Source: an optimization exercise on an open RTL-to-GDS flow (aim: small area). Production flows keep margins and buffers that such runs may drop. Only simulation tests tie the RTL to the original design; equivalence was not proved. No activity file was given, so power comes from the tool's default toggle rates.

[design.v]
package anc_pkg;
    typedef logic signed [14-1:0] sample_t;
    typedef logic signed [16-1:0] weight_t;
    typedef logic signed [14+16+3:0] acc_t;
    typedef logic [3-1:0] tap_idx_t;
    typedef enum logic [4:0] {
        ST_NONE   = 5'b00000,
        ST_IDLE   = 5'b00001,
        ST_FILTER = 5'b00010,
        ST_ERROR  = 5'b00100,
        ST_UPDATE = 5'b01000,
        ST_DONE   = 5'b10000
    } seq_state_t;
    typedef struct packed {
        logic     start;       
        logic     filter_en;   
        logic     error_en;    
        logic     update_en;   
        tap_idx_t tap;
    } frame_ctl_t;
endpackage
module frame_sequencer
(
    input  logic       clk,
    input  logic       rstn,
    input  logic       head_flag,
    output logic       start,
    output logic       filter_en,
    output logic       update_en,
    output logic       out_load,
    output logic       last_upd
);
    logic [4:0] s;
    assign start     = (s == 5'd0) && head_flag;
    assign filter_en = (s >= 5'd2) && (s <= 5'd9);
    assign update_en = (s >= 5'd10) && (s <= 5'd17);
    assign out_load  = (s == 5'd10);
    assign last_upd  = (s == 5'd17);
    always_ff @(posedge clk or negedge rstn)
    begin
        if (!rstn)
            s <= 5'd0;
        else if (s == 5'd0)
        begin
            if (head_flag)
                s <= 5'd1;
        end
        else if (s == 5'd18)
        begin
            if (!head_flag)
                s <= 5'd0;
        end
        else
            s <= s + 5'd1;
    end
endmodule
module step_counter
(
    input  logic       clk,
    output logic [2:0] ptr
);
    always_ff @(posedge clk)
        ptr <= ptr + 3'd1;
endmodule
module ref_delay_line
(
    input  logic               clk,
    input  logic               rstn,
    input  logic               start,
    input  logic signed [13:0] reff,
    input  logic [2:0]         ptr,
    output logic signed [13:0] x
);
    logic signed [13:0] taps [8];
    logic [3:0]         nf;
    always_ff @(posedge clk)
    begin
        if (start)
        begin
            taps[0] <= reff;
            for (int i = 1; i < 8; i++)
                taps[i] <= taps[i-1];
        end
    end
    always_ff @(posedge clk or negedge rstn)
    begin
        if (!rstn)
            nf <= 4'd0;
        else if (start && !nf[3])
            nf <= nf + 4'd1;
    end
    always_ff @(posedge clk)
        x <= (nf[3] || (ptr < nf[2:0])) ? taps[ptr] : 14'sd0;
endmodule
module lms_channel
(
    input  logic               clk,
    input  logic               start,
    input  logic               filter_en,
    input  logic               update_en,
    input  logic               wv,
    input  logic signed [13:0] primary,
    input  logic [6:0]         neg,
    input  logic [6:0]         one,
    input  logic [6:0]         two,
    output logic signed [13:0] err
);
    logic signed [15:0] w [8];
    logic signed [32:0] acc;
    logic signed [15:0] w_rd;
    logic signed [15:0] m;
    logic signed [32:0] addend;
    logic signed [32:0] t;
    logic signed [20:0] y;
    assign w_rd = wv ? w[0] : 16'sd0;
    assign y = ~acc[32:12];
    always_comb
    begin
        if (y[20:13] != {8{y[13]}})
            err = y[20] ? -14'sd8192 : 14'sd8191;
        else
            err = y[13:0];
    end
    assign m      = filter_en ? w_rd : (update_en ? 16'(err) : 16'sd0);
    assign addend = update_en ? {2'b00, w_rd, 15'd0} : acc;
    anc_mac mac_i (
        .m   (m),
        .neg (neg),
        .one (one),
        .two (two),
        .add (addend),
        .t   (t)
    );
    always_ff @(posedge clk)
    begin
        if (start)
            acc <= {{7{~primary[13]}}, ~primary, 12'd0};
        else if (filter_en)
            acc <= t;
    end
    always_ff @(posedge clk)
    begin
        w[0] <= w[7];
        w[1] <= update_en ? t[30:15] : w[0];
        for (int i = 2; i < 8; i++)
            w[i] <= w[i-1];
    end
endmodule
module anc_mac
(
    input  logic [15:0] m,
    input  logic [6:0] neg,
    input  logic [6:0] one,
    input  logic [6:0] two,
    input  logic [32:0] add,
    output logic [32:0] t
);
    logic p1;
    logic y0_0;
    logic p2;
    logic y0_1;
    logic p3;
    logic y0_2;
    logic p4;
    logic y0_3;
    logic p5;
    logic y0_4;
    logic p6;
    logic y0_5;
    logic p7;
    logic y0_6;
    logic p8;
    logic y0_7;
    logic p9;
    logic y0_8;
    logic p10;
    logic y0_9;
    logic p11;
    logic y0_10;
    logic p12;
    logic y0_11;
    logic p13;
    logic y0_12;
    logic p14;
    logic y0_13;
    logic p15;
    logic y0_14;
    logic p16;
    logic y0_15;
    logic p17;
    logic p18;
    logic p19;
    logic y1_0;
    logic p20;
    logic y1_1;
    logic p21;
    logic y1_2;
    logic p22;
    logic y1_3;
    logic p23;
    logic y1_4;
    logic p24;
    logic y1_5;
    logic p25;
    logic y1_6;
    logic p26;
    logic y1_7;
    logic p27;
    logic y1_8;
    logic p28;
    logic y1_9;
    logic p29;
    logic y1_10;
    logic p30;
    logic y1_11;
    logic p31;
    logic y1_12;
    logic p32;
    logic y1_13;
    logic p33;
    logic y1_14;
    logic p34;
    logic y1_15;
    logic p35;
    logic p36;
    logic p37;
    logic y2_0;
    logic p38;
    logic y2_1;
    logic p39;
    logic y2_2;
    logic p40;
    logic y2_3;
    logic p41;
    logic y2_4;
    logic p42;
    logic y2_5;
    logic p43;
    logic y2_6;
    logic p44;
    logic y2_7;
    logic p45;
    logic y2_8;
    logic p46;
    logic y2_9;
    logic p47;
    logic y2_10;
    logic p48;
    logic y2_11;
    logic p49;
    logic y2_12;
    logic p50;
    logic y2_13;
    logic p51;
    logic y2_14;
    logic p52;
    logic y2_15;
    logic p53;
    logic p54;
    logic p55;
    logic y3_0;
    logic p56;
    logic y3_1;
    logic p57;
    logic y3_2;
    logic p58;
    logic y3_3;
    logic p59;
    logic y3_4;
    logic p60;
    logic y3_5;
    logic p61;
    logic y3_6;
    logic p62;
    logic y3_7;
    logic p63;
    logic y3_8;
    logic p64;
    logic y3_9;
    logic p65;
    logic y3_10;
    logic p66;
    logic y3_11;
    logic p67;
    logic y3_12;
    logic p68;
    logic y3_13;
    logic p69;
    logic y3_14;
    logic p70;
    logic y3_15;
    logic p71;
    logic p72;
    logic p73;
    logic y4_0;
    logic p74;
    logic y4_1;
    logic p75;
    logic y4_2;
    logic p76;
    logic y4_3;
    logic p77;
    logic y4_4;
    logic p78;
    logic y4_5;
    logic p79;
    logic y4_6;
    logic p80;
    logic y4_7;
    logic p81;
    logic y4_8;
    logic p82;
    logic y4_9;
    logic p83;
    logic y4_10;
    logic p84;
    logic y4_11;
    logic p85;
    logic y4_12;
    logic p86;
    logic y4_13;
    logic p87;
    logic y4_14;
    logic p88;
    logic y4_15;
    logic p89;
    logic p90;
    logic p91;
    logic y5_0;
    logic p92;
    logic y5_1;
    logic p93;
    logic y5_2;
    logic p94;
    logic y5_3;
    logic p95;
    logic y5_4;
    logic p96;
    logic y5_5;
    logic p97;
    logic y5_6;
    logic p98;
    logic y5_7;
    logic p99;
    logic y5_8;
    logic p100;
    logic y5_9;
    logic p101;
    logic y5_10;
    logic p102;
    logic y5_11;
    logic p103;
    logic y5_12;
    logic p104;
    logic y5_13;
    logic p105;
    logic y5_14;
    logic p106;
    logic y5_15;
    logic p107;
    logic p108;
    logic p109;
    logic y6_0;
    logic p110;
    logic y6_1;
    logic p111;
    logic y6_2;
    logic p112;
    logic y6_3;
    logic p113;
    logic y6_4;
    logic p114;
    logic y6_5;
    logic p115;
    logic y6_6;
    logic p116;
    logic y6_7;
    logic p117;
    logic y6_8;
    logic p118;
    logic y6_9;
    logic p119;
    logic y6_10;
    logic p120;
    logic y6_11;
    logic p121;
    logic y6_12;
    logic p122;
    logic y6_13;
    logic p123;
    logic y6_14;
    logic p124;
    logic y6_15;
    logic p125;
    logic p126;
    logic s127;
    logic c128;
    logic s129;
    logic c130;
    logic s131;
    logic c132;
    logic s133;
    logic c134;
    logic s135;
    logic c136;
    logic s137;
    logic c138;
    logic s139;
    logic c140;
    logic s141;
    logic c142;
    logic s143;
    logic c144;
    logic s145;
    logic c146;
    logic s147;
    logic c148;
    logic s149;
    logic c150;
    logic s151;
    logic c152;
    logic s153;
    logic c154;
    logic s155;
    logic c156;
    logic s157;
    logic c158;
    logic s159;
    logic c160;
    logic s161;
    logic c162;
    logic s163;
    logic c164;
    logic s165;
    logic c166;
    logic s167;
    logic c168;
    logic s169;
    logic c170;
    logic s171;
    logic c172;
    logic s173;
    logic c174;
    logic s175;
    logic c176;
    logic s177;
    logic c178;
    logic s179;
    logic c180;
    logic s181;
    logic c182;
    logic s183;
    logic c184;
    logic s185;
    logic c186;
    logic s187;
    logic c188;
    logic s189;
    logic c190;
    logic s191;
    logic c192;
    logic s193;
    logic c194;
    logic s195;
    logic c196;
    logic s197;
    logic c198;
    logic s199;
    logic c200;
    logic s201;
    logic c202;
    logic s203;
    logic c204;
    logic s205;
    logic c206;
    logic s207;
    logic c208;
    logic s209;
    logic c210;
    logic s211;
    logic c212;
    logic s213;
    logic c214;
    logic s215;
    logic c216;
    logic s217;
    logic c218;
    logic s219;
    logic c220;
    logic s221;
    logic c222;
    logic s223;
    logic c224;
    logic s225;
    logic c226;
    logic s227;
    logic c228;
    logic s229;
    logic c230;
    logic s231;
    logic c232;
    logic s233;
    logic c234;
    logic s235;
    logic c236;
    logic s237;
    logic c238;
    logic s239;
    logic c240;
    logic s241;
    logic c242;
    logic s243;
    logic c244;
    logic s245;
    logic c246;
    logic s247;
    logic c248;
    logic s249;
    logic c250;
    logic s251;
    logic c252;
    logic s253;
    logic c254;
    logic s255;
    logic c256;
    logic s257;
    logic c258;
    logic s259;
    logic c260;
    logic s261;
    logic c262;
    logic s263;
    logic c264;
    logic s265;
    logic c266;
    logic s267;
    logic c268;
    logic s269;
    logic c270;
    logic s271;
    logic c272;
    logic s273;
    logic c274;
    logic s275;
    logic c276;
    logic s277;
    logic c278;
    logic s279;
    logic c280;
    logic s281;
    logic c282;
    logic s283;
    logic c284;
    logic s285;
    logic c286;
    logic s287;
    logic c288;
    logic s289;
    logic c290;
    logic s291;
    logic c292;
    logic s293;
    logic c294;
    logic s295;
    logic c296;
    logic s297;
    logic c298;
    logic s299;
    logic c300;
    logic s301;
    logic c302;
    logic s303;
    logic c304;
    logic s305;
    logic c306;
    logic s307;
    logic c308;
    logic s309;
    logic c310;
    logic s311;
    logic c312;
    logic s313;
    logic c314;
    logic s315;
    logic c316;
    logic s317;
    logic c318;
    logic s319;
    logic c320;
    logic s321;
    logic c322;
    logic s323;
    logic c324;
    logic s325;
    logic c326;
    logic s327;
    logic c328;
    logic s329;
    logic c330;
    logic s331;
    logic c332;
    logic s333;
    logic c334;
    logic s335;
    logic c336;
    logic s337;
    logic c338;
    logic s339;
    logic c340;
    logic s341;
    logic c342;
    logic s343;
    logic c344;
    logic s345;
    logic c346;
    logic s347;
    logic c348;
    logic s349;
    logic c350;
    logic s351;
    logic c352;
    logic s353;
    logic c354;
    logic s355;
    logic c356;
    logic s357;
    logic c358;
    logic s359;
    logic c360;
    logic s361;
    logic c362;
    logic s363;
    logic c364;
    logic s365;
    logic c366;
    logic s367;
    logic c368;
    logic s369;
    logic c370;
    logic s371;
    logic c372;
    logic s373;
    logic c374;
    logic s375;
    logic c376;
    logic s377;
    logic c378;
    logic s379;
    logic c380;
    logic s381;
    logic c382;
    logic s383;
    logic c384;
    logic r385;
    logic r386;
    logic r387;
    logic r388;
    logic r389;
    logic r390;
    logic r391;
    logic r392;
    logic r393;
    logic r394;
    logic r395;
    logic r396;
    logic r397;
    logic r398;
    logic r399;
    logic r400;
    logic r401;
    logic r402;
    logic r403;
    logic r404;
    logic q405;
    logic r406;
    logic q407;
    logic r408;
    logic q409;
    logic r410;
    logic q411;
    logic r412;
    logic q413;
    logic r414;
    logic q415;
    logic r416;
    logic q417;
    logic r418;
    logic q419;
    logic r420;
    logic q421;
    logic r422;
    logic q423;
    logic r424;
    logic q425;
    logic r426;
    logic q427;
    logic r428;
    logic q429;
    logic r430;
    logic q431;
    logic r432;
    logic q433;
    logic r434;
    logic q435;
    logic r436;
    logic q437;
    logic r438;
    logic q439;
    logic r440;
    logic q441;
    logic r442;
    logic q443;
    logic r444;
    logic q445;
    logic r446;
    logic q447;
    logic r448;
    logic q449;
    logic r450;
    logic q451;
    logic r452;
    logic q453;
    logic r454;
    logic q455;
    logic r456;
    logic r457;
    assign y0_0 = m[0] ^ neg[0];
    assign p1 = (one[0] & y0_0) | (two[0] & neg[0]);
    assign y0_1 = m[1] ^ neg[0];
    assign p2 = (one[0] & y0_1) | (two[0] & y0_0);
    assign y0_2 = m[2] ^ neg[0];
    assign p3 = (one[0] & y0_2) | (two[0] & y0_1);
    assign y0_3 = m[3] ^ neg[0];
    assign p4 = (one[0] & y0_3) | (two[0] & y0_2);
    assign y0_4 = m[4] ^ neg[0];
    assign p5 = (one[0] & y0_4) | (two[0] & y0_3);
    assign y0_5 = m[5] ^ neg[0];
    assign p6 = (one[0] & y0_5) | (two[0] & y0_4);
    assign y0_6 = m[6] ^ neg[0];
    assign p7 = (one[0] & y0_6) | (two[0] & y0_5);
    assign y0_7 = m[7] ^ neg[0];
    assign p8 = (one[0] & y0_7) | (two[0] & y0_6);
    assign y0_8 = m[8] ^ neg[0];
    assign p9 = (one[0] & y0_8) | (two[0] & y0_7);
    assign y0_9 = m[9] ^ neg[0];
    assign p10 = (one[0] & y0_9) | (two[0] & y0_8);
    assign y0_10 = m[10] ^ neg[0];
    assign p11 = (one[0] & y0_10) | (two[0] & y0_9);
    assign y0_11 = m[11] ^ neg[0];
    assign p12 = (one[0] & y0_11) | (two[0] & y0_10);
    assign y0_12 = m[12] ^ neg[0];
    assign p13 = (one[0] & y0_12) | (two[0] & y0_11);
    assign y0_13 = m[13] ^ neg[0];
    assign p14 = (one[0] & y0_13) | (two[0] & y0_12);
    assign y0_14 = m[14] ^ neg[0];
    assign p15 = (one[0] & y0_14) | (two[0] & y0_13);
    assign y0_15 = m[15] ^ neg[0];
    assign p16 = (one[0] & y0_15) | (two[0] & y0_14);
    assign p17 = (one[0] & y0_15) | (two[0] & y0_15);
    assign p18 = ~p17;
    assign y1_0 = m[0] ^ neg[1];
    assign p19 = (one[1] & y1_0) | (two[1] & neg[1]);
    assign y1_1 = m[1] ^ neg[1];
    assign p20 = (one[1] & y1_1) | (two[1] & y1_0);
    assign y1_2 = m[2] ^ neg[1];
    assign p21 = (one[1] & y1_2) | (two[1] & y1_1);
    assign y1_3 = m[3] ^ neg[1];
    assign p22 = (one[1] & y1_3) | (two[1] & y1_2);
    assign y1_4 = m[4] ^ neg[1];
    assign p23 = (one[1] & y1_4) | (two[1] & y1_3);
    assign y1_5 = m[5] ^ neg[1];
    assign p24 = (one[1] & y1_5) | (two[1] & y1_4);
    assign y1_6 = m[6] ^ neg[1];
    assign p25 = (one[1] & y1_6) | (two[1] & y1_5);
    assign y1_7 = m[7] ^ neg[1];
    assign p26 = (one[1] & y1_7) | (two[1] & y1_6);
    assign y1_8 = m[8] ^ neg[1];
    assign p27 = (one[1] & y1_8) | (two[1] & y1_7);
    assign y1_9 = m[9] ^ neg[1];
    assign p28 = (one[1] & y1_9) | (two[1] & y1_8);
    assign y1_10 = m[10] ^ neg[1];
    assign p29 = (one[1] & y1_10) | (two[1] & y1_9);
    assign y1_11 = m[11] ^ neg[1];
    assign p30 = (one[1] & y1_11) | (two[1] & y1_10);
    assign y1_12 = m[12] ^ neg[1];
    assign p31 = (one[1] & y1_12) | (two[1] & y1_11);
    assign y1_13 = m[13] ^ neg[1];
    assign p32 = (one[1] & y1_13) | (two[1] & y1_12);
    assign y1_14 = m[14] ^ neg[1];
    assign p33 = (one[1] & y1_14) | (two[1] & y1_13);
    assign y1_15 = m[15] ^ neg[1];
    assign p34 = (one[1] & y1_15) | (two[1] & y1_14);
    assign p35 = (one[1] & y1_15) | (two[1] & y1_15);
    assign p36 = ~p35;
    assign y2_0 = m[0] ^ neg[2];
    assign p37 = (one[2] & y2_0) | (two[2] & neg[2]);
    assign y2_1 = m[1] ^ neg[2];
    assign p38 = (one[2] & y2_1) | (two[2] & y2_0);
    assign y2_2 = m[2] ^ neg[2];
    assign p39 = (one[2] & y2_2) | (two[2] & y2_1);
    assign y2_3 = m[3] ^ neg[2];
    assign p40 = (one[2] & y2_3) | (two[2] & y2_2);
    assign y2_4 = m[4] ^ neg[2];
    assign p41 = (one[2] & y2_4) | (two[2] & y2_3);
    assign y2_5 = m[5] ^ neg[2];
    assign p42 = (one[2] & y2_5) | (two[2] & y2_4);
    assign y2_6 = m[6] ^ neg[2];
    assign p43 = (one[2] & y2_6) | (two[2] & y2_5);
    assign y2_7 = m[7] ^ neg[2];
    assign p44 = (one[2] & y2_7) | (two[2] & y2_6);
    assign y2_8 = m[8] ^ neg[2];
    assign p45 = (one[2] & y2_8) | (two[2] & y2_7);
    assign y2_9 = m[9] ^ neg[2];
    assign p46 = (one[2] & y2_9) | (two[2] & y2_8);
    assign y2_10 = m[10] ^ neg[2];
    assign p47 = (one[2] & y2_10) | (two[2] & y2_9);
    assign y2_11 = m[11] ^ neg[2];
    assign p48 = (one[2] & y2_11) | (two[2] & y2_10);
    assign y2_12 = m[12] ^ neg[2];
    assign p49 = (one[2] & y2_12) | (two[2] & y2_11);
    assign y2_13 = m[13] ^ neg[2];
    assign p50 = (one[2] & y2_13) | (two[2] & y2_12);
    assign y2_14 = m[14] ^ neg[2];
    assign p51 = (one[2] & y2_14) | (two[2] & y2_13);
    assign y2_15 = m[15] ^ neg[2];
    assign p52 = (one[2] & y2_15) | (two[2] & y2_14);
    assign p53 = (one[2] & y2_15) | (two[2] & y2_15);
    assign p54 = ~p53;
    assign y3_0 = m[0] ^ neg[3];
    assign p55 = (one[3] & y3_0) | (two[3] & neg[3]);
    assign y3_1 = m[1] ^ neg[3];
    assign p56 = (one[3] & y3_1) | (two[3] & y3_0);
    assign y3_2 = m[2] ^ neg[3];
    assign p57 = (one[3] & y3_2) | (two[3] & y3_1);
    assign y3_3 = m[3] ^ neg[3];
    assign p58 = (one[3] & y3_3) | (two[3] & y3_2);
    assign y3_4 = m[4] ^ neg[3];
    assign p59 = (one[3] & y3_4) | (two[3] & y3_3);
    assign y3_5 = m[5] ^ neg[3];
    assign p60 = (one[3] & y3_5) | (two[3] & y3_4);
    assign y3_6 = m[6] ^ neg[3];
    assign p61 = (one[3] & y3_6) | (two[3] & y3_5);
    assign y3_7 = m[7] ^ neg[3];
    assign p62 = (one[3] & y3_7) | (two[3] & y3_6);
    assign y3_8 = m[8] ^ neg[3];
    assign p63 = (one[3] & y3_8) | (two[3] & y3_7);
    assign y3_9 = m[9] ^ neg[3];
    assign p64 = (one[3] & y3_9) | (two[3] & y3_8);
    assign y3_10 = m[10] ^ neg[3];
    assign p65 = (one[3] & y3_10) | (two[3] & y3_9);
    assign y3_11 = m[11] ^ neg[3];
    assign p66 = (one[3] & y3_11) | (two[3] & y3_10);
    assign y3_12 = m[12] ^ neg[3];
    assign p67 = (one[3] & y3_12) | (two[3] & y3_11);
    assign y3_13 = m[13] ^ neg[3];
    assign p68 = (one[3] & y3_13) | (two[3] & y3_12);
    assign y3_14 = m[14] ^ neg[3];
    assign p69 = (one[3] & y3_14) | (two[3] & y3_13);
    assign y3_15 = m[15] ^ neg[3];
    assign p70 = (one[3] & y3_15) | (two[3] & y3_14);
    assign p71 = (one[3] & y3_15) | (two[3] & y3_15);
    assign p72 = ~p71;
    assign y4_0 = m[0] ^ neg[4];
    assign p73 = (one[4] & y4_0) | (two[4] & neg[4]);
    assign y4_1 = m[1] ^ neg[4];
    assign p74 = (one[4] & y4_1) | (two[4] & y4_0);
    assign y4_2 = m[2] ^ neg[4];
    assign p75 = (one[4] & y4_2) | (two[4] & y4_1);
    assign y4_3 = m[3] ^ neg[4];
    assign p76 = (one[4] & y4_3) | (two[4] & y4_2);
    assign y4_4 = m[4] ^ neg[4];
    assign p77 = (one[4] & y4_4) | (two[4] & y4_3);
    assign y4_5 = m[5] ^ neg[4];
    assign p78 = (one[4] & y4_5) | (two[4] & y4_4);
    assign y4_6 = m[6] ^ neg[4];
    assign p79 = (one[4] & y4_6) | (two[4] & y4_5);
    assign y4_7 = m[7] ^ neg[4];
    assign p80 = (one[4] & y4_7) | (two[4] & y4_6);
    assign y4_8 = m[8] ^ neg[4];
    assign p81 = (one[4] & y4_8) | (two[4] & y4_7);
    assign y4_9 = m[9] ^ neg[4];
    assign p82 = (one[4] & y4_9) | (two[4] & y4_8);
    assign y4_10 = m[10] ^ neg[4];
    assign p83 = (one[4] & y4_10) | (two[4] & y4_9);
    assign y4_11 = m[11] ^ neg[4];
    assign p84 = (one[4] & y4_11) | (two[4] & y4_10);
    assign y4_12 = m[12] ^ neg[4];
    assign p85 = (one[4] & y4_12) | (two[4] & y4_11);
    assign y4_13 = m[13] ^ neg[4];
    assign p86 = (one[4] & y4_13) | (two[4] & y4_12);
    assign y4_14 = m[14] ^ neg[4];
    assign p87 = (one[4] & y4_14) | (two[4] & y4_13);
    assign y4_15 = m[15] ^ neg[4];
    assign p88 = (one[4] & y4_15) | (two[4] & y4_14);
    assign p89 = (one[4] & y4_15) | (two[4] & y4_15);
    assign p90 = ~p89;
    assign y5_0 = m[0] ^ neg[5];
    assign p91 = (one[5] & y5_0) | (two[5] & neg[5]);
    assign y5_1 = m[1] ^ neg[5];
    assign p92 = (one[5] & y5_1) | (two[5] & y5_0);
    assign y5_2 = m[2] ^ neg[5];
    assign p93 = (one[5] & y5_2) | (two[5] & y5_1);
    assign y5_3 = m[3] ^ neg[5];
    assign p94 = (one[5] & y5_3) | (two[5] & y5_2);
    assign y5_4 = m[4] ^ neg[5];
    assign p95 = (one[5] & y5_4) | (two[5] & y5_3);
    assign y5_5 = m[5] ^ neg[5];
    assign p96 = (one[5] & y5_5) | (two[5] & y5_4);
    assign y5_6 = m[6] ^ neg[5];
    assign p97 = (one[5] & y5_6) | (two[5] & y5_5);
    assign y5_7 = m[7] ^ neg[5];
    assign p98 = (one[5] & y5_7) | (two[5] & y5_6);
    assign y5_8 = m[8] ^ neg[5];
    assign p99 = (one[5] & y5_8) | (two[5] & y5_7);
    assign y5_9 = m[9] ^ neg[5];
    assign p100 = (one[5] & y5_9) | (two[5] & y5_8);
    assign y5_10 = m[10] ^ neg[5];
    assign p101 = (one[5] & y5_10) | (two[5] & y5_9);
    assign y5_11 = m[11] ^ neg[5];
    assign p102 = (one[5] & y5_11) | (two[5] & y5_10);
    assign y5_12 = m[12] ^ neg[5];
    assign p103 = (one[5] & y5_12) | (two[5] & y5_11);
    assign y5_13 = m[13] ^ neg[5];
    assign p104 = (one[5] & y5_13) | (two[5] & y5_12);
    assign y5_14 = m[14] ^ neg[5];
    assign p105 = (one[5] & y5_14) | (two[5] & y5_13);
    assign y5_15 = m[15] ^ neg[5];
    assign p106 = (one[5] & y5_15) | (two[5] & y5_14);
    assign p107 = (one[5] & y5_15) | (two[5] & y5_15);
    assign p108 = ~p107;
    assign y6_0 = m[0] ^ neg[6];
    assign p109 = (one[6] & y6_0) | (two[6] & neg[6]);
    assign y6_1 = m[1] ^ neg[6];
    assign p110 = (one[6] & y6_1) | (two[6] & y6_0);
    assign y6_2 = m[2] ^ neg[6];
    assign p111 = (one[6] & y6_2) | (two[6] & y6_1);
    assign y6_3 = m[3] ^ neg[6];
    assign p112 = (one[6] & y6_3) | (two[6] & y6_2);
    assign y6_4 = m[4] ^ neg[6];
    assign p113 = (one[6] & y6_4) | (two[6] & y6_3);
    assign y6_5 = m[5] ^ neg[6];
    assign p114 = (one[6] & y6_5) | (two[6] & y6_4);
    assign y6_6 = m[6] ^ neg[6];
    assign p115 = (one[6] & y6_6) | (two[6] & y6_5);
    assign y6_7 = m[7] ^ neg[6];
    assign p116 = (one[6] & y6_7) | (two[6] & y6_6);
    assign y6_8 = m[8] ^ neg[6];
    assign p117 = (one[6] & y6_8) | (two[6] & y6_7);
    assign y6_9 = m[9] ^ neg[6];
    assign p118 = (one[6] & y6_9) | (two[6] & y6_8);
    assign y6_10 = m[10] ^ neg[6];
    assign p119 = (one[6] & y6_10) | (two[6] & y6_9);
    assign y6_11 = m[11] ^ neg[6];
    assign p120 = (one[6] & y6_11) | (two[6] & y6_10);
    assign y6_12 = m[12] ^ neg[6];
    assign p121 = (one[6] & y6_12) | (two[6] & y6_11);
    assign y6_13 = m[13] ^ neg[6];
    assign p122 = (one[6] & y6_13) | (two[6] & y6_12);
    assign y6_14 = m[14] ^ neg[6];
    assign p123 = (one[6] & y6_14) | (two[6] & y6_13);
    assign y6_15 = m[15] ^ neg[6];
    assign p124 = (one[6] & y6_15) | (two[6] & y6_14);
    assign p125 = (one[6] & y6_15) | (two[6] & y6_15);
    assign p126 = ~p125;
    assign s127 = p9 ^ p25;
    assign c128 = p9 & p25;
    assign s129 = p10 ^ p26;
    assign c130 = p10 & p26;
    assign s131 = p11 ^ p27 ^ p43;
    assign c132 = (p11 & p27) | (p11 & p43) | (p27 & p43);
    assign s133 = p59 ^ p75;
    assign c134 = p59 & p75;
    assign s135 = p12 ^ p28 ^ p44;
    assign c136 = (p12 & p28) | (p12 & p44) | (p28 & p44);
    assign s137 = p60 ^ p76;
    assign c138 = p60 & p76;
    assign s139 = p13 ^ p29 ^ p45;
    assign c140 = (p13 & p29) | (p13 & p45) | (p29 & p45);
    assign s141 = p61 ^ p77 ^ p93;
    assign c142 = (p61 & p77) | (p61 & p93) | (p77 & p93);
    assign s143 = p109 ^ neg[6];
    assign c144 = p109 & neg[6];
    assign s145 = p14 ^ p30 ^ p46;
    assign c146 = (p14 & p30) | (p14 & p46) | (p30 & p46);
    assign s147 = p62 ^ p78 ^ p94;
    assign c148 = (p62 & p78) | (p62 & p94) | (p78 & p94);
    assign s149 = p110 ^ add[13];
    assign c150 = p110 & add[13];
    assign s151 = p15 ^ p31 ^ p47;
    assign c152 = (p15 & p31) | (p15 & p47) | (p31 & p47);
    assign s153 = p63 ^ p79 ^ p95;
    assign c154 = (p63 & p79) | (p63 & p95) | (p79 & p95);
    assign s155 = p111 ^ add[14];
    assign c156 = p111 & add[14];
    assign s157 = p16 ^ p32 ^ p48;
    assign c158 = (p16 & p32) | (p16 & p48) | (p32 & p48);
    assign s159 = p64 ^ p80 ^ p96;
    assign c160 = (p64 & p80) | (p64 & p96) | (p80 & p96);
    assign s161 = p112 ^ add[15];
    assign c162 = p112 & add[15];
    assign s163 = p18 ^ p33 ^ p49;
    assign c164 = (p18 & p33) | (p18 & p49) | (p33 & p49);
    assign s165 = p65 ^ p81 ^ p97;
    assign c166 = (p65 & p81) | (p65 & p97) | (p81 & p97);
    assign s167 = ~(p113 ^ add[16]);
    assign c168 = p113 | add[16];
    assign s169 = p34 ^ p50 ^ p66;
    assign c170 = (p34 & p50) | (p34 & p66) | (p50 & p66);
    assign s171 = p82 ^ p98 ^ p114;
    assign c172 = (p82 & p98) | (p82 & p114) | (p98 & p114);
    assign s173 = ~add[17];
    assign c174 = add[17];
    assign s175 = p36 ^ p51 ^ p67;
    assign c176 = (p36 & p51) | (p36 & p67) | (p51 & p67);
    assign s177 = p83 ^ p99 ^ p115;
    assign c178 = (p83 & p99) | (p83 & p115) | (p99 & p115);
    assign s179 = p52 ^ p68 ^ p84;
    assign c180 = (p52 & p68) | (p52 & p84) | (p68 & p84);
    assign s181 = p100 ^ p116;
    assign c182 = p100 & p116;
    assign s183 = p54 ^ p69 ^ p85;
    assign c184 = (p54 & p69) | (p54 & p85) | (p69 & p85);
    assign s185 = p70 ^ p86;
    assign c186 = p70 & p86;
    assign s187 = p5 ^ p21;
    assign c188 = p5 & p21;
    assign s189 = p6 ^ p22;
    assign c190 = p6 & p22;
    assign s191 = p7 ^ p23 ^ p39;
    assign c192 = (p7 & p23) | (p7 & p39) | (p23 & p39);
    assign s193 = p55 ^ neg[3];
    assign c194 = p55 & neg[3];
    assign s195 = p8 ^ p24 ^ p40;
    assign c196 = (p8 & p24) | (p8 & p40) | (p24 & p40);
    assign s197 = p56 ^ add[7];
    assign c198 = p56 & add[7];
    assign s199 = s127 ^ p41 ^ p57;
    assign c200 = (s127 & p41) | (s127 & p57) | (p41 & p57);
    assign s201 = p73 ^ neg[4] ^ add[8];
    assign c202 = (p73 & neg[4]) | (p73 & add[8]) | (neg[4] & add[8]);
    assign s203 = c128 ^ s129 ^ p42;
    assign c204 = (c128 & s129) | (c128 & p42) | (s129 & p42);
    assign s205 = p58 ^ p74 ^ add[9];
    assign c206 = (p58 & p74) | (p58 & add[9]) | (p74 & add[9]);
    assign s207 = c130 ^ s131 ^ s133;
    assign c208 = (c130 & s131) | (c130 & s133) | (s131 & s133);
    assign s209 = p91 ^ neg[5] ^ add[10];
    assign c210 = (p91 & neg[5]) | (p91 & add[10]) | (neg[5] & add[10]);
    assign s211 = c132 ^ c134 ^ s135;
    assign c212 = (c132 & c134) | (c132 & s135) | (c134 & s135);
    assign s213 = s137 ^ p92 ^ add[11];
    assign c214 = (s137 & p92) | (s137 & add[11]) | (p92 & add[11]);
    assign s215 = c136 ^ c138 ^ s139;
    assign c216 = (c136 & c138) | (c136 & s139) | (c138 & s139);
    assign s217 = s141 ^ s143 ^ add[12];
    assign c218 = (s141 & s143) | (s141 & add[12]) | (s143 & add[12]);
    assign s219 = c140 ^ c142 ^ c144;
    assign c220 = (c140 & c142) | (c140 & c144) | (c142 & c144);
    assign s221 = s145 ^ s147 ^ s149;
    assign c222 = (s145 & s147) | (s145 & s149) | (s147 & s149);
    assign s223 = c146 ^ c148 ^ c150;
    assign c224 = (c146 & c148) | (c146 & c150) | (c148 & c150);
    assign s225 = s151 ^ s153 ^ s155;
    assign c226 = (s151 & s153) | (s151 & s155) | (s153 & s155);
    assign s227 = c152 ^ c154 ^ c156;
    assign c228 = (c152 & c154) | (c152 & c156) | (c154 & c156);
    assign s229 = s157 ^ s159 ^ s161;
    assign c230 = (s157 & s159) | (s157 & s161) | (s159 & s161);
    assign s231 = c158 ^ c160 ^ c162;
    assign c232 = (c158 & c160) | (c158 & c162) | (c160 & c162);
    assign s233 = s163 ^ s165 ^ s167;
    assign c234 = (s163 & s165) | (s163 & s167) | (s165 & s167);
    assign s235 = c164 ^ c166 ^ c168;
    assign c236 = (c164 & c166) | (c164 & c168) | (c166 & c168);
    assign s237 = s169 ^ s171 ^ s173;
    assign c238 = (s169 & s171) | (s169 & s173) | (s171 & s173);
    assign s239 = c170 ^ c172 ^ c174;
    assign c240 = (c170 & c172) | (c170 & c174) | (c172 & c174);
    assign s241 = s175 ^ s177 ^ add[18];
    assign c242 = (s175 & s177) | (s175 & add[18]) | (s177 & add[18]);
    assign s243 = c176 ^ c178 ^ s179;
    assign c244 = (c176 & c178) | (c176 & s179) | (c178 & s179);
    assign s245 = ~(s181 ^ add[19]);
    assign c246 = s181 | add[19];
    assign s247 = c180 ^ c182 ^ s183;
    assign c248 = (c180 & c182) | (c180 & s183) | (c182 & s183);
    assign s249 = p101 ^ p117 ^ add[20];
    assign c250 = (p101 & p117) | (p101 & add[20]) | (p117 & add[20]);
    assign s251 = c184 ^ s185 ^ p102;
    assign c252 = (c184 & s185) | (c184 & p102) | (s185 & p102);
    assign s253 = ~(p118 ^ add[21]);
    assign c254 = p118 | add[21];
    assign s255 = c186 ^ p72 ^ p87;
    assign c256 = (c186 & p72) | (c186 & p87) | (p72 & p87);
    assign s257 = p103 ^ p119 ^ add[22];
    assign c258 = (p103 & p119) | (p103 & add[22]) | (p119 & add[22]);
    assign s259 = p88 ^ p104 ^ p120;
    assign c260 = (p88 & p104) | (p88 & p120) | (p104 & p120);
    assign s261 = ~add[23];
    assign c262 = add[23];
    assign s263 = p90 ^ p105 ^ p121;
    assign c264 = (p90 & p105) | (p90 & p121) | (p105 & p121);
    assign s265 = p106 ^ p122;
    assign c266 = p106 & p122;
    assign s267 = p3 ^ p19;
    assign c268 = p3 & p19;
    assign s269 = p4 ^ p20;
    assign c270 = p4 & p20;
    assign s271 = s187 ^ p37 ^ neg[2];
    assign c272 = (s187 & p37) | (s187 & neg[2]) | (p37 & neg[2]);
    assign s273 = c188 ^ s189 ^ p38;
    assign c274 = (c188 & s189) | (c188 & p38) | (s189 & p38);
    assign s275 = c190 ^ s191 ^ s193;
    assign c276 = (c190 & s191) | (c190 & s193) | (s191 & s193);
    assign s277 = c192 ^ c194 ^ s195;
    assign c278 = (c192 & c194) | (c192 & s195) | (c194 & s195);
    assign s279 = c196 ^ c198 ^ s199;
    assign c280 = (c196 & c198) | (c196 & s199) | (c198 & s199);
    assign s281 = c200 ^ c202 ^ s203;
    assign c282 = (c200 & c202) | (c200 & s203) | (c202 & s203);
    assign s283 = c204 ^ c206 ^ s207;
    assign c284 = (c204 & c206) | (c204 & s207) | (c206 & s207);
    assign s285 = c208 ^ c210 ^ s211;
    assign c286 = (c208 & c210) | (c208 & s211) | (c210 & s211);
    assign s287 = c212 ^ c214 ^ s215;
    assign c288 = (c212 & c214) | (c212 & s215) | (c214 & s215);
    assign s289 = c216 ^ c218 ^ s219;
    assign c290 = (c216 & c218) | (c216 & s219) | (c218 & s219);
    assign s291 = c220 ^ c222 ^ s223;
    assign c292 = (c220 & c222) | (c220 & s223) | (c222 & s223);
    assign s293 = c224 ^ c226 ^ s227;
    assign c294 = (c224 & c226) | (c224 & s227) | (c226 & s227);
    assign s295 = c228 ^ c230 ^ s231;
    assign c296 = (c228 & c230) | (c228 & s231) | (c230 & s231);
    assign s297 = c232 ^ c234 ^ s235;
    assign c298 = (c232 & c234) | (c232 & s235) | (c234 & s235);
    assign s299 = c236 ^ c238 ^ s239;
    assign c300 = (c236 & c238) | (c236 & s239) | (c238 & s239);
    assign s301 = c240 ^ c242 ^ s243;
    assign c302 = (c240 & c242) | (c240 & s243) | (c242 & s243);
    assign s303 = c244 ^ c246 ^ s247;
    assign c304 = (c244 & c246) | (c244 & s247) | (c246 & s247);
    assign s305 = c248 ^ c250 ^ s251;
    assign c306 = (c248 & c250) | (c248 & s251) | (c250 & s251);
    assign s307 = c252 ^ c254 ^ s255;
    assign c308 = (c252 & c254) | (c252 & s255) | (c254 & s255);
    assign s309 = c256 ^ c258 ^ s259;
    assign c310 = (c256 & c258) | (c256 & s259) | (c258 & s259);
    assign s311 = c260 ^ c262 ^ s263;
    assign c312 = (c260 & c262) | (c260 & s263) | (c262 & s263);
    assign s313 = c264 ^ s265 ^ add[25];
    assign c314 = (c264 & s265) | (c264 & add[25]) | (s265 & add[25]);
    assign s315 = c266 ^ p108 ^ p123;
    assign c316 = (c266 & p108) | (c266 & p123) | (p108 & p123);
    assign s317 = p124 ^ add[27];
    assign c318 = p124 & add[27];
    assign s319 = p1 ^ neg[0];
    assign c320 = p1 & neg[0];
    assign s321 = p2 ^ add[1];
    assign c322 = p2 & add[1];
    assign s323 = s267 ^ neg[1] ^ add[2];
    assign c324 = (s267 & neg[1]) | (s267 & add[2]) | (neg[1] & add[2]);
    assign s325 = c268 ^ s269 ^ add[3];
    assign c326 = (c268 & s269) | (c268 & add[3]) | (s269 & add[3]);
    assign s327 = c270 ^ s271 ^ add[4];
    assign c328 = (c270 & s271) | (c270 & add[4]) | (s271 & add[4]);
    assign s329 = c272 ^ s273 ^ add[5];
    assign c330 = (c272 & s273) | (c272 & add[5]) | (s273 & add[5]);
    assign s331 = c274 ^ s275 ^ add[6];
    assign c332 = (c274 & s275) | (c274 & add[6]) | (s275 & add[6]);
    assign s333 = c276 ^ s277 ^ s197;
    assign c334 = (c276 & s277) | (c276 & s197) | (s277 & s197);
    assign s335 = c278 ^ s279 ^ s201;
    assign c336 = (c278 & s279) | (c278 & s201) | (s279 & s201);
    assign s337 = c280 ^ s281 ^ s205;
    assign c338 = (c280 & s281) | (c280 & s205) | (s281 & s205);
    assign s339 = c282 ^ s283 ^ s209;
    assign c340 = (c282 & s283) | (c282 & s209) | (s283 & s209);
    assign s341 = c284 ^ s285 ^ s213;
    assign c342 = (c284 & s285) | (c284 & s213) | (s285 & s213);
    assign s343 = c286 ^ s287 ^ s217;
    assign c344 = (c286 & s287) | (c286 & s217) | (s287 & s217);
    assign s345 = c288 ^ s289 ^ s221;
    assign c346 = (c288 & s289) | (c288 & s221) | (s289 & s221);
    assign s347 = c290 ^ s291 ^ s225;
    assign c348 = (c290 & s291) | (c290 & s225) | (s291 & s225);
    assign s349 = c292 ^ s293 ^ s229;
    assign c350 = (c292 & s293) | (c292 & s229) | (s293 & s229);
    assign s351 = c294 ^ s295 ^ s233;
    assign c352 = (c294 & s295) | (c294 & s233) | (s295 & s233);
    assign s353 = c296 ^ s297 ^ s237;
    assign c354 = (c296 & s297) | (c296 & s237) | (s297 & s237);
    assign s355 = c298 ^ s299 ^ s241;
    assign c356 = (c298 & s299) | (c298 & s241) | (s299 & s241);
    assign s357 = c300 ^ s301 ^ s245;
    assign c358 = (c300 & s301) | (c300 & s245) | (s301 & s245);
    assign s359 = c302 ^ s303 ^ s249;
    assign c360 = (c302 & s303) | (c302 & s249) | (s303 & s249);
    assign s361 = c304 ^ s305 ^ s253;
    assign c362 = (c304 & s305) | (c304 & s253) | (s305 & s253);
    assign s363 = c306 ^ s307 ^ s257;
    assign c364 = (c306 & s307) | (c306 & s257) | (s307 & s257);
    assign s365 = c308 ^ s309 ^ s261;
    assign c366 = (c308 & s309) | (c308 & s261) | (s309 & s261);
    assign s367 = c310 ^ s311 ^ add[24];
    assign c368 = (c310 & s311) | (c310 & add[24]) | (s311 & add[24]);
    assign s369 = ~(c312 ^ s313);
    assign c370 = c312 | s313;
    assign s371 = c314 ^ s315 ^ add[26];
    assign c372 = (c314 & s315) | (c314 & add[26]) | (s315 & add[26]);
    assign s373 = ~(c316 ^ s317);
    assign c374 = c316 | s317;
    assign s375 = c318 ^ p126 ^ add[28];
    assign c376 = (c318 & p126) | (c318 & add[28]) | (p126 & add[28]);
    assign s377 = ~add[29];
    assign c378 = add[29];
    assign s379 = ~add[30];
    assign c380 = add[30];
    assign s381 = ~add[31];
    assign c382 = add[31];
    assign s383 = ~add[32];
    assign c384 = add[32];
    assign t[0] = s319 ^ add[0];
    assign r385 = s319 & add[0];
    assign t[1] = c320 ^ s321 ^ r385;
    assign r386 = (c320 & s321) | (c320 & r385) | (s321 & r385);
    assign t[2] = c322 ^ s323 ^ r386;
    assign r387 = (c322 & s323) | (c322 & r386) | (s323 & r386);
    assign t[3] = c324 ^ s325 ^ r387;
    assign r388 = (c324 & s325) | (c324 & r387) | (s325 & r387);
    assign t[4] = c326 ^ s327 ^ r388;
    assign r389 = (c326 & s327) | (c326 & r388) | (s327 & r388);
    assign t[5] = c328 ^ s329 ^ r389;
    assign r390 = (c328 & s329) | (c328 & r389) | (s329 & r389);
    assign t[6] = c330 ^ s331 ^ r390;
    assign r391 = (c330 & s331) | (c330 & r390) | (s331 & r390);
    assign t[7] = c332 ^ s333 ^ r391;
    assign r392 = (c332 & s333) | (c332 & r391) | (s333 & r391);
    assign t[8] = c334 ^ s335 ^ r392;
    assign r393 = (c334 & s335) | (c334 & r392) | (s335 & r392);
    assign t[9] = c336 ^ s337 ^ r393;
    assign r394 = (c336 & s337) | (c336 & r393) | (s337 & r393);
    assign t[10] = c338 ^ s339 ^ r394;
    assign r395 = (c338 & s339) | (c338 & r394) | (s339 & r394);
    assign t[11] = c340 ^ s341 ^ r395;
    assign r396 = (c340 & s341) | (c340 & r395) | (s341 & r395);
    assign t[12] = c342 ^ s343 ^ r396;
    assign r397 = (c342 & s343) | (c342 & r396) | (s343 & r396);
    assign t[13] = c344 ^ s345 ^ r397;
    assign r398 = (c344 & s345) | (c344 & r397) | (s345 & r397);
    assign t[14] = c346 ^ s347 ^ r398;
    assign r399 = (c346 & s347) | (c346 & r398) | (s347 & r398);
    assign t[15] = c348 ^ s349 ^ r399;
    assign r400 = (c348 & s349) | (c348 & r399) | (s349 & r399);
    assign t[16] = c350 ^ s351 ^ r400;
    assign r401 = (c350 & s351) | (c350 & r400) | (s351 & r400);
    assign t[17] = c352 ^ s353 ^ r401;
    assign r402 = (c352 & s353) | (c352 & r401) | (s353 & r401);
    assign t[18] = c354 ^ s355 ^ r402;
    assign r403 = (c354 & s355) | (c354 & r402) | (s355 & r402);
    assign t[19] = c356 ^ s357 ^ r403;
    assign r404 = (c356 & s357) | (c356 & r403) | (s357 & r403);
    assign q405 = c358 ^ s359;
    assign r406 = c358 & s359;
    assign q407 = c360 ^ s361 ^ r406;
    assign r408 = (c360 & s361) | (c360 & r406) | (s361 & r406);
    assign q409 = c362 ^ s363 ^ r408;
    assign r410 = (c362 & s363) | (c362 & r408) | (s363 & r408);
    assign q411 = c364 ^ s365 ^ r410;
    assign r412 = (c364 & s365) | (c364 & r410) | (s365 & r410);
    assign q413 = c366 ^ s367 ^ r412;
    assign r414 = (c366 & s367) | (c366 & r412) | (s367 & r412);
    assign q415 = c368 ^ s369 ^ r414;
    assign r416 = (c368 & s369) | (c368 & r414) | (s369 & r414);
    assign q417 = c370 ^ s371 ^ r416;
    assign r418 = (c370 & s371) | (c370 & r416) | (s371 & r416);
    assign q419 = c372 ^ s373 ^ r418;
    assign r420 = (c372 & s373) | (c372 & r418) | (s373 & r418);
    assign q421 = c374 ^ s375 ^ r420;
    assign r422 = (c374 & s375) | (c374 & r420) | (s375 & r420);
    assign q423 = c376 ^ s377 ^ r422;
    assign r424 = (c376 & s377) | (c376 & r422) | (s377 & r422);
    assign q425 = c378 ^ s379 ^ r424;
    assign r426 = (c378 & s379) | (c378 & r424) | (s379 & r424);
    assign q427 = c380 ^ s381 ^ r426;
    assign r428 = (c380 & s381) | (c380 & r426) | (s381 & r426);
    assign q429 = c382 ^ s383 ^ r428;
    assign r430 = (c382 & s383) | (c382 & r428) | (s383 & r428);
    assign q431 = ~(c358 ^ s359);
    assign r432 = c358 | s359;
    assign q433 = c360 ^ s361 ^ r432;
    assign r434 = (c360 & s361) | (c360 & r432) | (s361 & r432);
    assign q435 = c362 ^ s363 ^ r434;
    assign r436 = (c362 & s363) | (c362 & r434) | (s363 & r434);
    assign q437 = c364 ^ s365 ^ r436;
    assign r438 = (c364 & s365) | (c364 & r436) | (s365 & r436);
    assign q439 = c366 ^ s367 ^ r438;
    assign r440 = (c366 & s367) | (c366 & r438) | (s367 & r438);
    assign q441 = c368 ^ s369 ^ r440;
    assign r442 = (c368 & s369) | (c368 & r440) | (s369 & r440);
    assign q443 = c370 ^ s371 ^ r442;
    assign r444 = (c370 & s371) | (c370 & r442) | (s371 & r442);
    assign q445 = c372 ^ s373 ^ r444;
    assign r446 = (c372 & s373) | (c372 & r444) | (s373 & r444);
    assign q447 = c374 ^ s375 ^ r446;
    assign r448 = (c374 & s375) | (c374 & r446) | (s375 & r446);
    assign q449 = c376 ^ s377 ^ r448;
    assign r450 = (c376 & s377) | (c376 & r448) | (s377 & r448);
    assign q451 = c378 ^ s379 ^ r450;
    assign r452 = (c378 & s379) | (c378 & r450) | (s379 & r450);
    assign q453 = c380 ^ s381 ^ r452;
    assign r454 = (c380 & s381) | (c380 & r452) | (s381 & r452);
    assign q455 = c382 ^ s383 ^ r454;
    assign r456 = (c382 & s383) | (c382 & r454) | (s383 & r454);
    assign t[20] = r404 ? q431 : q405;
    assign t[21] = r404 ? q433 : q407;
    assign t[22] = r404 ? q435 : q409;
    assign t[23] = r404 ? q437 : q411;
    assign t[24] = r404 ? q439 : q413;
    assign t[25] = r404 ? q441 : q415;
    assign t[26] = r404 ? q443 : q417;
    assign t[27] = r404 ? q445 : q419;
    assign t[28] = r404 ? q447 : q421;
    assign t[29] = r404 ? q449 : q423;
    assign t[30] = r404 ? q451 : q425;
    assign t[31] = r404 ? q453 : q427;
    assign t[32] = r404 ? q455 : q429;
    assign r457 = r430 | (r404 & r456);
endmodule
module anc_top
(
    input  logic        clk,
    input  logic        rstn,
    input  logic        head_flag,
    input  anc_pkg::sample_t reff,
    input  anc_pkg::sample_t primary_a,
    input  anc_pkg::sample_t primary_b,
    output anc_pkg::sample_t dout,
    output logic        frame_done
);
    logic start, filter_en, update_en, out_load, last_upd;
    logic [2:0] ptr;
    logic signed [13:0] x;
    logic signed [13:0] err_a;
    logic signed [13:0] err_b;
    logic wv;
    logic [6:0] neg, one, two;
    for (genvar j = 0; j < 7; j++)
    begin : booth
        logic b2, b1, b0;
        assign b2     = x[2*j+1];
        assign b1     = x[2*j];
        assign b0     = (j == 0) ? 1'b0 : x[2*j-1];
        assign neg[j] = b2 & ~(b1 & b0);
        assign one[j] = b1 ^ b0;
        assign two[j] = (b2 & ~b1 & ~b0) | (~b2 & b1 & b0);
    end
    frame_sequencer seq_i (
        .clk       (clk),
        .rstn      (rstn),
        .head_flag (head_flag),
        .start     (start),
        .filter_en (filter_en),
        .update_en (update_en),
        .out_load  (out_load),
        .last_upd  (last_upd)
    );
    step_counter step_i (
        .clk (clk),
        .ptr (ptr)
    );
    ref_delay_line ref_i (
        .clk   (clk),
        .rstn  (rstn),
        .start (start),
        .reff  (reff),
        .ptr   (ptr),
        .x     (x)
    );
    always_ff @(posedge clk or negedge rstn)
    begin
        if (!rstn)
            wv <= 1'b0;
        else if (last_upd)
            wv <= 1'b1;
    end
    lms_channel chan_a (
        .clk       (clk),
        .start     (start),
        .filter_en (filter_en),
        .update_en (update_en),
        .wv        (wv),
        .primary   (primary_a),
        .neg       (neg),
        .one       (one),
        .two       (two),
        .err       (err_a)
    );
    lms_channel chan_b (
        .clk       (clk),
        .start     (start),
        .filter_en (filter_en),
        .update_en (update_en),
        .wv        (wv),
        .primary   (primary_b),
        .neg       (neg),
        .one       (one),
        .two       (two),
        .err       (err_b)
    );
    always_ff @(posedge clk or negedge rstn)
    begin
        if (!rstn)
        begin
            dout       <= '0;
            frame_done <= 1'b0;
        end
        else
        begin
            frame_done <= out_load;
            if (out_load)
                dout <= err_a + err_b;
        end
    end
endmodule
[run.sh]
#!/bin/bash
# synth_recipe.tcl (not shown) runs the flow's synth.tcl, then flattens the netlist and writes it again
# the make line also repeats each setting of config.mk as NAME=value (left out here)
make -C /OpenROAD-flow-scripts/flow DESIGN_CONFIG=/design/flow/config.mk WORK_HOME=/design/flow/orfs CLKGATE_MAP_FILE= SYNTH_SCRIPT=/design/flow/synth_recipe.tcl finish
[config.mk]
export PLATFORM = sky130hd
export DESIGN_NAME = anc_top
export DESIGN_NICKNAME = anc_top
export VERILOG_FILES = /design/flow/design.v
export SDC_FILE = /design/flow/constraint.sdc
export NUM_CORES = 4
export LEC_CHECK = 0
export CAP_MARGIN = 20
export CORE_MARGIN = 2
export CORE_UTILIZATION = 65
export CTS_BUF_LIST = sky130_fd_sc_hd__clkbuf_4
export CTS_CLUSTER_SIZE = 20
export SLEW_MARGIN = 20
[constraint.sdc]
create_clock -name core_clock -period 12.0 [get_ports {clk}]
set_input_delay 2.4000 -clock core_clock [delete_from_list [all_inputs] [get_ports {clk}]]
set_output_delay 2.4000 -clock core_clock [all_outputs]
set_load 0.01 [all_outputs]
==> qor.csv, run 1 <==
stage;metric;value;unit
detailed_routing;vias_per_cell;6.04;
place;port-buffer-count;59;
detailed_routing;dr_wl_met2;32.6;mm
detailed_routing;topRoutingLayerUsed;met4;
worst_setup_path;r2r_end;chan_a.acc[32];
layout;num-fill-cells;3042;
detailed_routing;wl_per_cell;21.5;µm
timing;slew_viol_final;0;
min_path;hold_path.class;flip-flop to flip-flop;
flow_run;max-cap-violations;0;
global_route;first_global_vias;20608;
worst_setup_path;crit_path_start;seq_i.s[1];
timing;worstMarginPinSlew;0.840;ns
detailed_routing;wl_met1;28.6;mm
global_route;grt_usage;0.330;
yosys;ys_seq_elements;476;
worst_setup_path;path_depth;39;
worst_setup_path;startpoint_type;flip-flop;
floorplanning;die_y;210;µm
global_route;overflow;0;
global_route;grt_max_degree;95;
worst_setup_path;crit_buf_inv;6;
clocking;cts_sinks;476;
power;power.total;9.39;mW
clocking;clk_path_buf_depth;3;
clocking;h-tree-depth;3;
detailed_routing;wl_met3;6.19;mm
clocking;cts_made_buffers;115;
worst_setup_path;reg2reg_depth;39;
layout;post-route-util;0.729;
worst_setup_path;cp-end-kind;flip-flop;
power;leakage;12.7;nW
timing;finalClockSkew;0.117;ns
layout;drive_gt1_frac;0.132;
floorplanning;rows;75;
floorplanning;fp.dieW;210;µm
timing;finalSetupViolCount;0;
timing;timing.fmax;85.6;MHz
power;vdd_drop_max;249;µV
yosys;synth-async-reset-ratio;0.0525;
worst_setup_path;r2r_start;seq_i.s[1];
global_route;grt_pass1_wl;112;mm
detailed_routing;drt-pass1-iter-count;8;
detailed_routing;drt_iter0_markers;1903;
yosys;yosys_warnings;7;
detailed_routing;num_vias;19758;
yosys;syn-num-nets;2920;
floorplanning;start_util;0.659;
detailed_routing;drcViolationCount;0;
yosys;yosysUniqueCellTypes;72;
power;p_per_area;307;mW/mm²
yosys;synth_flop_cell;dfxtp_1;
worst_setup_path;worst_path_largest_cell_delay;0.51;ns
yosys;synth.cell_area;0.0276;mm²
clocking;insertion_delay;0.95;ns
timing;fin_crit;11.68;ns
yosys;synth_edf_count;154;
worst_setup_path;worst_path_dominant_cell_family;adder cells;
detailed_routing;drt-total-wl;70.4;mm
place;hpwl;50.6;mm
place;place.gp.congestion;0.986;
worst_setup_path;worstPathRequired;12.74;ns
timing;post-route-period-util;0.973;
floorplanning;ios;60;
worst_setup_path;path_max_fanout;7;
layout;fin_nets;3029;
clocking;cts-root-buf;clkbuf_4;
worst_setup_path;crit_arrival;12.42;ns
timing;slew_headroom;0.439;
global_route;antenna_found_initial;1;
worst_setup_path;r2r_setup_slack;0.32;ns
worst_setup_path;endpoint;chan_a.acc[32];
floorplanning;core-area;0.0419;mm²
clocking;clk_pin_slew;0.09;ns
yosys;synth_cells;2530;
yosys;synth_seq_area_share;0.405;
clocking;cts_tree;yes;
layout;syn2layout_area_growth;10.6;%
worst_setup_path;cp_common_cell;fa_1;
timing;hold_violations;0;
min_path;hp-start;chan_a.w[7][2];
timing;rsz0062_at_grt;true;
detailed_routing;antenna_left;0;
status;status;no timing/DRC/antenna violations;
floorplanning;die_area;0.0442;mm²
worst_setup_path;cp_slowest_cell;fa_1;
yosys;synth.avg_cell_area;10.9;µm²
worst_setup_path;critical_path_class;flip-flop to flip-flop;
==> cell type report <==
cell class	count	area, µm²	share of cell area
Sequential cell	476	11200	0.366
Clock buffer	172	1290	0.0422
Multi-Input combinational cell	1600	14800	0.484
Tap cell	539	674	0.0221
Clock inverter	34	191	0.00626
Antenna cell	2	5.00	0.000164
Timing Repair Buffer	154	1310	0.0428
Inverter	292	1100	0.0360
==> power breakdown <==
group          total [mW]  internal, mW  switching [mW]
Combinational        5.37          2.09            3.28
Sequential           2.68          2.37           0.307
Clock                1.34         0.680           0.656
Total                9.39          5.15            4.24
==> worst min-delay path by stage <==
stage,cells after the start,slack [ns],endpoint
global route,0,0.28,chan_a.w[0][2]
detailed placement,0,0.31,chan_b.w[0][7]
floorplan,0,0.31,chan_a.w[0][0]
CTS,0,0.23,chan_a.w[0][2]
finish,0,0.23,chan_a.w[0][2]
global placement,0,0.31,chan_a.w[5][4]
==> Yosys cell counts (22+ instances only) <==
cell | n | area share
a21o_1 | 22 | 0.0060
dfrtp_1 | 25 | 0.023
buf_1 | 30 | 0.0041
xnor2_1 | 196 | 0.062
and2_1 | 28 | 0.0063
and3_1 | 22 | 0.0050
inv_1 | 288 | 0.039
fa_1 | 235 | 0.17
ha_1 | 110 | 0.050
nor2_1 | 61 | 0.0083
a22o_1 | 134 | 0.042
a22oi_1 | 64 | 0.017
a222oi_1 | 22 | 0.0080
a21oi_1 | 98 | 0.018
nand3_1 | 38 | 0.0069
xor2_1 | 42 | 0.013
dfxtp_1 | 297 | 0.22
edfxtp_1 | 154 | 0.17
nand2_1 | 206 | 0.028
clkbuf_1 | 95 | 0.013
o21ai_0 | 81 | 0.015
nand2b_1 | 22 | 0.0050
==> cell families after synthesis <==
group / after synthesis / synth area share
flops: 476 / 0.405
fa+ha+maj: 345 / 0.220
buf+inv: 454 / 0.0652
compound gates: 560 / 0.153
xor+xnor: 238 / 0.0754
mux: 21 / 0.00815
simple gates: 436 / 0.0734
==> metrics by stage <==
stage / hold slack (ns) / setup WS (ns) / instances / cell area, µm² / TNS [ns]
after floorplan: 0.310 / 0.341 / 2530 / 27600 / 0
after global placement: 0.310 / -0.0159 / 3053 / 28900 / -0.0159
after detailed placement: 0.312 / -0.175 / 3053 / 28900 / -0.509
after CTS: 0.234 / 0.0302 / 3261 / 30400 / 0
after global routing: 0.281 / -0.0645 / 3268 / 30600 / -0.0645
final: 0.232 / 0.323 / 3269 / 30600 / 0
==> metal layers <==
layer	global-route usage	vias up
met4	0.157	0
met1	0.437	9647
met5	0	-
li1	-	8892
met2	0.523	1021
met3	0.0721	198
==> repair_timing <==
item / CTS / global route
buffers inserted: 2 / 6
resized for setup: 4 / 25
endpoints found under the setup margin: 6 / 24
pin swaps: 2 / 7
hold buffers: 0 / 0
==> registers in the layout (all words and copies together) (netlist names) <==
register and count:
ref_i.x 14, step_i.ptr 3, ref_i.nf 4, wv 1, chan_a.w 128, chan_b.w 128, chan_b.acc 33, ref_i.taps 112
seq_i.s 5, chan_a.acc 33, dout 14, frame_done 1
==> cell usage in the layout (no fill, tap or decap), types with 64 or more instances in the layout <==
master    instances
dfxtp_1         297
inv_1           286
fa_1            224
nand2_1         205
xnor2_1         196
clkbuf_4        172
edfxtp_1        154
a22o_1          133
ha_1            110
a21oi_1          95
buf_4            94
o21ai_0          81
a22oi_1          64
==> run 2: changes to the inputs <==
==> flow/run.sh (new file) <==
#!/bin/bash
# probe: run the standard layout unchanged
bash standard.sh > standard.log 2>&1
==> standard.sh (new file) <==
#!/bin/bash
# synth_recipe.tcl (not shown) runs the flow's synth.tcl, then flattens the netlist and writes it again
# the make line also repeats each setting of config.mk as NAME=value (left out here)
make -C /OpenROAD-flow-scripts/flow DESIGN_CONFIG=/design/flow/config.mk WORK_HOME=/design/flow/orfs CLKGATE_MAP_FILE= SYNTH_SCRIPT=/design/flow/synth_recipe.tcl "${@:-finish}"
--- a/config.mk
+++ b/config.mk
@@ -7,7 +7,5 @@
 export LEC_CHECK = 0
 export CAP_MARGIN = 20
 export CORE_MARGIN = 2
-export CORE_UTILIZATION = 65
-export CTS_BUF_LIST = sky130_fd_sc_hd__clkbuf_4
-export CTS_CLUSTER_SIZE = 20
+export CORE_UTILIZATION = 40
 export SLEW_MARGIN = 20
removed: run.sh
==> run 2 against run 1 <==
Against the previous run:
- still clean
- flip-flop and latch count is the same
- first-iteration DRC count fell by 5.8%
- setup slack better by 0.14 ns
- die area grew 61%
- via count down 4.2%
- synthesized area unchanged
- highest routed layer unchanged
==> qor.csv, run 2 <==
stage;metric;value;unit;change
global_route;antenna_found_initial;1;;unchanged
yosys;syn-num-nets;2920;;unchanged
layout;fin_nets;2969;;-2.0%
timing;fin_worst_hold_slack;0.317;ns;+0.0857 ns
yosys;synth_top_area_cell;dfxtp_1;;
detailed_routing;drt-total-wl;70.9;mm;+0.71%
yosys;synth_flop_cell;dfxtp_1;;
place;dpl.cell_count;3404;;+11%
floorplanning;rows;96;;+28%
power;vdd_drop_max;235;µV;-5.5%
worst_setup_path;cp_slowest_cell;fa_1;;
floorplanning;fp.dieW;267;µm;+27%
detailed_routing;wl_per_cell;20.3;µm;-5.9%
timing;finalClockSkew;0.0364;ns;-0.0807 ns
min_path;hold_path.class;flip-flop to flip-flop;;
yosys;yosysUniqueCellTypes;72;;unchanged
power;leakage;12.6;nW;-0.30%
layout;drive_gt1_frac;0.0985;;-0.0330
yosys;synth.most_common_cell;dfxtp_1;;
global_route;grt_pass1_wl;112;mm;-0.32%
layout;final_cell_mix;dfxtp_1 (297), inv_1 (286), fa_1 (222);;
detailed_routing;drt-pass1-iter-count;6;;-2
yosys;synth_edf_count;154;;unchanged
worst_setup_path;worst_path_largest_cell_delay;0.51;ns;about the same
floorplanning;die_area;0.0712;mm²;+61%
layout;final_common_cell;dfxtp_1;;
worst_setup_path;critical_path_class;flip-flop to flip-flop;;
layout;post-route-util;0.456;;-0.272
worst_setup_path;crit_buf_inv;6;;unchanged
worst_setup_path;startpoint_type;flip-flop;;
timing;finalSetupViolCount;0;;unchanged
detailed_routing;drcViolationCount;0;;unchanged
timing;fin_crit;11.54;ns;-0.136 ns
yosys;synth.cell_area;0.0276;mm²;unchanged
layout;reg_top3;chan_a.w x128, chan_b.w x128, ref_i.taps x112;;
layout;final_cell_count_no_fill;3500;;+7.1%
clocking;h-tree-depth;2;;-1
timing;hold_violations;0;;unchanged
clocking;cts_tree;yes;;
clocking;cts_hold_buf;0;;unchanged
yosys;synthTopCellsByArea;dfxtp_1 (22%), fa_1 (17%), edfxtp_1 (17%);;
worst_setup_path;cp-end-kind;flip-flop;;
yosys;synth_seq_area_share;0.405;;unchanged
power;p_per_area;305;mW/mm²;-0.85%
timing;worstMarginPinSlew;1.12;ns;+0.275 ns
yosys;synth.avg_cell_area;10.9;µm²;unchanged
timing;slew_viol_final;0;;unchanged
yosys;yosys_warnings;7;;unchanged
clocking;clk_path_buf_depth;3;;unchanged
layout;n_antenna_cell;0;;-2
clocking;insertion_delay;0.61;ns;-0.34 ns
power;sw_frac_of_total;0.434;;-0.0176
timing;rsz0062_at_grt;false;;
floorplanning;core-area;0.0685;mm²;+63%
layout;syn2layout_area_growth;13.1;%;
worst_setup_path;worst_path_dominant_cell_family;adder cells;;
worst_setup_path;crit_arrival;11.99;ns;-0.43 ns
yosys;synthTopCellsByCount;dfxtp_1 (297), inv_1 (288), fa_1 (235);;
place;hpwl;52.1;mm;+3.0%
timing;tns;0;ns;unchanged
timing;slew_headroom;0.257;;-0.182
global_route;first_global_vias;19136;;-7.1%
global_route;grt_max_degree;112;;+18%
place;place.gp.congestion;0.922;;-6.5%
global_route;overflow;0;;unchanged
detailed_routing;drt_iter0_markers;1793;;-5.8%
detailed_routing;num_vias;18922;;-4.2%
clocking;cts-root-buf;clkbuf_16;;
flow_run;max-cap-violations;0;;unchanged
yosys;synth_cells;2530;;unchanged
power;pwr-share-comb;0.554;;-0.018
floorplanning;die_y;267;µm;+27%
status;status;no timing/DRC/antenna violations;;
yosys;ys_seq_elements;476;;unchanged
yosys;synth-async-reset-ratio;0.0525;;unchanged
power;clockPowerShare;0.167;;+0.025
clocking;cts_made_buffers;48;;-58%
timing;timing.fmax;86.6;MHz;+1.2%
place;port-buffer-count;59;;unchanged
floorplanning;ios;60;;unchanged
worst_setup_path;path_max_fanout;7;;unchanged
timing;post-route-period-util;0.962;;-0.0113
worst_setup_path;worstPathRequired;12.45;ns;-0.29 ns
detailed_routing;vias_per_cell;5.41;;-11%
worst_setup_path;cp_common_cell;fa_1;;
clocking;cts_sinks;476;;unchanged
clocking;clk_pin_slew;0.07;ns;-0.02 ns
power;p_switching;4.13;mW;-2.6%
global_route;grt_usage;0.202;;-0.128
detailed_routing;antenna_left;0;;unchanged
power;power_frac_seq;0.279;;-0.007
power;internal-power;5.38;mW;+4.6%
yosys;yosysTopAreaCellShare;0.215;;unchanged
floorplanning;start_util;0.404;;-0.255
-- run 2: worst paths after layout --
path	slack [ns]	endpoint	cells after the start	start
setup / recovery	0.46	chan_a.acc[32]	39	seq_i.s[1]
hold / removal	0.32	chan_b.w[7][5]	0	chan_b.w[6][5]
setup reg to reg	0.46	chan_a.acc[32]	39	seq_i.s[1]
hold reg to reg	0.32	chan_b.w[7][5]	0	chan_b.w[6][5]
max in group asynchronous	9.45	seq_i.s[0]	2	rstn
min in group asynchronous	2.21	dout[6]	2	rstn
-- run 2: cell type report --
class	instances	area, µm²
Inverter	292	1100
Multi-Input combinational cell	1600	14800
Clock buffer	67	1410
Clock inverter	22	282
Sequential cell	476	11200
Timing Repair Buffer	161	1370
Tap cell	882	1100
Fill cell	6315	37200
-- run 2: what timing repair did --
| item | 4_1_cts | 5_1_grt |
|---|---|---|
| gates resized for setup | 0 | 27 |
| setup buffers | 0 | 7 |
| endpoints found under the setup margin | 0 | 22 |
-- run 2: cell families after synthesis --
kind of cell               synth area share
adders and majority gates             0.220
AOI/OAI and AO/OA                     0.153
buffers and inverters                0.0652
and+or+nand+nor                      0.0734
DFF                                   0.405
muxes                               0.00815
xor gates and xnor gates             0.0754
-- run 2: metal layers --
layer,part of all wire,vias up,track usage
met2,0.45,641,0.317
met5,0,-,0
met3,0.061,138,0.0263
li1,-,8699,-
met4,0.037,0,0.0733
met1,0.45,9444,0.287
-- run 2: metrics by stage --
stage	total power [mW]	cell area [µm²]	setup slack [ns]
finish	9.51	31200	0.459
global route	10.2	31200	0.0119
CTS	9.42	31100	0.00285
detailed placement	7.78	29400	0.00923
global placement	7.68	29400	0.0829
floorplan	6.28	27600	0.341
-- run 2: power by group through the flow --
stage          Sequential (mW)  Clock, mW  Combinational (mW)
2_1_floorplan             2.56          0                3.72
3_3_place_gp              2.67          0                5.02
3_5_place_dp              2.68          0                5.10
4_1_cts                   2.66       1.62                5.14
5_1_grt                   2.71       1.69                5.84
6_report                  2.65       1.59                5.27

static timing again, ports no longer ideal:
The flow's constraints put no driver on any port. The routed layouts listed below were extracted and timed again, unchanged, in two steps.
Step 1 assumes that a clkbuf_16 drives the clock port and a buf_2 every other input.
Step 2 times the ports against the registers' clock, not the clock port: input delays grow and output delays shrink by t, the midpoint of the rising clock arrivals with the driver on.
a / b / c = ideal ports / drivers / drivers and shift; a / b = the first two.
run	t, ns	setup slack, ns	pins driven straight from the clock port
run 1	0.944	0.323 / 0.323 / 0.323	1
run 2	0.651	0.459 / 0.459 / 0.459	1
After both steps setup and hold are still met in every run listed.
